This design comes from an exercise in tuning for small area on the open sky130 flow, not from production work. Only simulation tests tie the RTL to the original design; equivalence was not proved. No activity file was given, so power comes from the tool's default toggle rates.

==> inputs of run a <==
==> flow/design.v <==
package fetch_pkg;
  localparam int unsigned DEF_DATA_W  = 32;
  localparam int unsigned DEF_DEPTH   = 8;
  localparam int unsigned DEF_FETCH_W = 2;
  localparam int unsigned DEF_ISSUE_W = 2;
  localparam logic [DEF_DATA_W-1:0] NOP = '0;
endpackage
import fetch_pkg::*;
module fetch_queue_rotate
#(
  parameter int unsigned DATA_W = DEF_DATA_W
) (
  input  logic [3:0][2*DATA_W-1:0] i_bank0,
  input  logic [3:0][2*DATA_W-1:0] i_bank1,
  input  logic [2:0]               i_head,
  input  logic [3:0]               i_count,
  output logic [1:0]               o_valid,
  output logic [2*DATA_W-1:0]      o_instr,
  output logic [2*DATA_W-1:0]      o_pc
);
  localparam int unsigned W = 2 * DATA_W;
  logic [1:0]   w_row0, w_row1;
  logic [W-1:0] w_b0, w_b1, w_l0, w_l1;
  assign w_row1 = i_head[2:1];
  assign w_row0 = i_head[2:1] + {1'b0, i_head[0]};
  assign w_b0   = i_bank0[w_row0];
  assign w_b1   = i_bank1[w_row1];
  assign o_valid[0] = (i_count != 4'd0);
  assign o_valid[1] = (i_count > 4'd1);
  assign w_l0 = {W{o_valid[0]}} & ~(i_head[0] ? w_b1 : w_b0);
  assign w_l1 = {W{o_valid[1]}} & ~(i_head[0] ? w_b0 : w_b1);
  assign o_instr = {w_l1[DATA_W-1:0], w_l0[DATA_W-1:0]};
  assign o_pc    = {w_l1[W-1:DATA_W], w_l0[W-1:DATA_W]};
endmodule
import fetch_pkg::*;
module fetch_queue
#(
  parameter int unsigned DATA_W  = DEF_DATA_W,
  parameter int unsigned DEPTH   = DEF_DEPTH,
  parameter int unsigned FETCH_W = DEF_FETCH_W,
  parameter int unsigned ISSUE_W = DEF_ISSUE_W
) (
  input  logic                      CLK,
  input  logic                      RESET,
  input  logic                      FREEZE,
  input  logic                      flush,
  input  logic [FETCH_W-1:0]        fq_in_valid,
  input  logic [FETCH_W*DATA_W-1:0] fq_in_instr,
  input  logic [FETCH_W*DATA_W-1:0] fq_in_pc,
  output logic                      fq_in_ready,
  output logic [ISSUE_W-1:0]        fq_out_valid,
  output logic [ISSUE_W*DATA_W-1:0] fq_out_instr,
  output logic [ISSUE_W*DATA_W-1:0] fq_out_pc,
  input  logic [$clog2(ISSUE_W + 1)-1:0] fq_out_take,
  output logic [$clog2(DEPTH + 1)-1:0]   fq_count
);
  localparam int unsigned W = 2 * DATA_W;    
  logic [3:0][W-1:0] r_bank0;    
  logic [3:0][W-1:0] r_bank1;    
  logic [2:0]        r_head;
  logic [2:0]        r_tail;
  logic [3:0]        r_count;
  logic       w_ready;
  logic       w_push1, w_push2;    
  logic       w_pop1,  w_pop2;     
  logic [1:0] w_push_n, w_pop_n;
  assign w_ready  = RESET & ~FREEZE & ~flush & ~(r_count[3] | (&r_count[2:0]));
  assign w_push1  = w_ready & fq_in_valid[0];
  assign w_push2  = w_push1 & fq_in_valid[1];
  assign w_push_n = {w_push2, w_push1 & ~w_push2};
  assign w_pop2  = fq_out_take[1] & (r_count > 4'd1);
  assign w_pop1  = ~w_pop2 & (fq_out_take != 2'd0) & (r_count != 4'd0);
  assign w_pop_n = {w_pop2, w_pop1};
  always_ff @(posedge CLK or negedge RESET) begin
    if (!RESET) begin
      r_head  <= '0;
      r_tail  <= '0;
      r_count <= '0;
    end else if (flush) begin
      r_head  <= '0;
      r_tail  <= '0;
      r_count <= '0;
    end else if (!FREEZE) begin
      r_head  <= r_head + {1'b0, w_pop_n};
      r_tail  <= r_tail + {1'b0, w_push_n};
      r_count <= r_count + {2'b0, w_push_n} - {2'b0, w_pop_n};
    end
  end
  logic [W-1:0] w_in0, w_in1, w_bus0, w_bus1;
  assign w_in0  = {fq_in_pc[DATA_W-1:0],      fq_in_instr[DATA_W-1:0]};
  assign w_in1  = {fq_in_pc[2*DATA_W-1:DATA_W], fq_in_instr[2*DATA_W-1:DATA_W]};
  assign w_bus0 = ~(r_tail[0] ? w_in1 : w_in0);
  assign w_bus1 = ~(r_tail[0] ? w_in0 : w_in1);
  logic [2:0] w_tail1;
  logic [7:0] w_we;
  assign w_tail1 = r_tail + 3'd1;
  always_comb begin
    for (int p = 0; p < 8; p++)
      w_we[p] = (w_push1 & (r_tail == 3'(p))) | (w_push2 & (w_tail1 == 3'(p)));
  end
  always_ff @(posedge CLK) begin
    for (int r = 0; r < 4; r++) begin
      if (w_we[2*r])   r_bank0[r] <= w_bus0;
      if (w_we[2*r+1]) r_bank1[r] <= w_bus1;
    end
  end
  fetch_queue_rotate #(
    .DATA_W  (DATA_W)
  ) u_rotate (
    .i_bank0 (r_bank0),
    .i_bank1 (r_bank1),
    .i_head  (r_head),
    .i_count (r_count),
    .o_valid (fq_out_valid),
    .o_instr (fq_out_instr),
    .o_pc    (fq_out_pc)
  );
  assign fq_in_ready = w_ready;
  assign fq_count    = r_count;
endmodule
==> flow/flow/run.sh <==
#!/bin/bash
export BUFFER_PORTS_ARGS="-buffer_cell sky130_fd_sc_hd__buf_1"
bash standard.sh > standard.log 2>&1
==> flow/standard.sh <==
#!/bin/bash
# synth_recipe.tcl (not shown) runs the flow's synth.tcl, then flattens the netlist and writes it again
# the make line also repeats each setting of config.mk as NAME=value (left out here)
make -C /OpenROAD-flow-scripts/flow DESIGN_CONFIG=/design/flow/config.mk WORK_HOME=/design/flow/orfs CLKGATE_MAP_FILE= SYNTH_SCRIPT=/design/flow/synth_recipe.tcl "${@:-finish}"
==> flow/config.mk <==
export PLATFORM = sky130hd
export DESIGN_NAME = fetch_queue
export DESIGN_NICKNAME = fetch_queue
export VERILOG_FILES = /design/flow/design.v
export SDC_FILE = /design/flow/constraint.sdc
export NUM_CORES = 4
export LEC_CHECK = 0
export CAP_MARGIN = 20
export CORE_MARGIN = 2
export CORE_UTILIZATION = 60
export CTS_BUF_LIST = sky130_fd_sc_hd__clkbuf_8
export SLEW_MARGIN = 20
==> flow/constraint.sdc <==
create_clock -name core_clock -period 5.0 [get_ports {CLK}]
set_input_delay 1.0000 -clock core_clock [delete_from_list [all_inputs] [get_ports {CLK}]]
set_output_delay 1.0000 -clock core_clock [all_outputs]
set_load 0.01 [all_outputs]
==> run b (differences from run a) <==
--- a/flow/design.v
+++ b/flow/design.v
@@ -62,2 +62,3 @@
   logic [3:0]        r_count;
+  logic              r_tail_even;   
   logic       w_ready;
@@ -78,2 +79,3 @@
       r_count <= '0;
+      r_tail_even <= 1'b1;
     end else if (flush) begin
@@ -82,3 +84,5 @@
       r_count <= '0;
+      r_tail_even <= 1'b1;
     end else if (!FREEZE) begin
+      r_tail_even <= r_tail_even ^ w_push_n[0];
       r_head  <= r_head + {1'b0, w_pop_n};
@@ -91,4 +95,7 @@
   assign w_in1  = {fq_in_pc[2*DATA_W-1:DATA_W], fq_in_instr[2*DATA_W-1:DATA_W]};
-  assign w_bus0 = ~(r_tail[0] ? w_in1 : w_in0);
-  assign w_bus1 = ~(r_tail[0] ? w_in0 : w_in1);
+  logic w_t0, w_t1;    
+  assign w_t0   = r_tail_even;
+  assign w_t1   = r_tail[0];
+  assign w_bus0 = ~((w_in0 & {W{w_t0}}) | (w_in1 & {W{w_t1}}));
+  assign w_bus1 = ~((w_in1 & {W{w_t0}}) | (w_in0 & {W{w_t1}}));
   logic [2:0] w_tail1;
==> flow/flow/run.sh (replaced) <==
#!/bin/bash
export BUFFER_PORTS_ARGS="-buffer_cell sky130_fd_sc_hd__buf_1"
export CTS_ARGS="-sink_clustering_enable -repair_clock_nets -dont_use_dummy_load -buf_list sky130_fd_sc_hd__clkbuf_8 -sink_clustering_size 20 -sink_clustering_max_diameter 80"
bash standard.sh > standard.log 2>&1
--- a/flow/config.mk
+++ b/flow/config.mk
@@ -7,6 +7,5 @@
 export LEC_CHECK = 0
-export CAP_MARGIN = 20
+export CAP_MARGIN = 0
 export CORE_MARGIN = 2
-export CORE_UTILIZATION = 60
-export CTS_BUF_LIST = sky130_fd_sc_hd__clkbuf_8
-export SLEW_MARGIN = 20
+export CORE_UTILIZATION = 40
+export SLEW_MARGIN = 0
==> summary of the runs <==
Between run b and run a, the lower fmax is in run a (gap 4.0%, measured against run a). In run b the clock power is smaller than in run a, by 47%. Synthesized cell count: run b is larger than run a (about 1.4%). Against run a, the clock-buffer cell count of run b is lower by 56. Of run b and run a, run b has the higher register-to-register slack (gap 0.07 ns). Of run b and run a, run b has the higher die area (gap about 47%, measured against run a). In run a the area after synthesis is larger than in run b, by 1.2%. In run a the cell count is lower than in run b, by 5.1%.

-- static timing again, ports no longer ideal --
The flow's constraints put no driver on any port. The routed layouts listed below were extracted and timed again, unchanged, in two steps.
Step 1: set_driving_cell puts a clkbuf_16 on CLK and a buf_2 on each other input, an assumption about the parent block.
Step 2 also shifts input and output timing later by t, the mid clock arrival at the registers, as if the neighbouring blocks saw the same clock.
Three values: no drivers, after step 1, after step 2; two values: the first two.
run | shift t [ns] | slack for setup (ns) | latest minus earliest clock arrival (ns)
run a | 0.669 | 0.533 / 0.482 / 0.929 | 0.033 / 0.033
run b | 0.684 | 0.706 / 0.656 / 0.905 | 0.032 / 0.032
After both steps setup and hold are still met in every run listed.
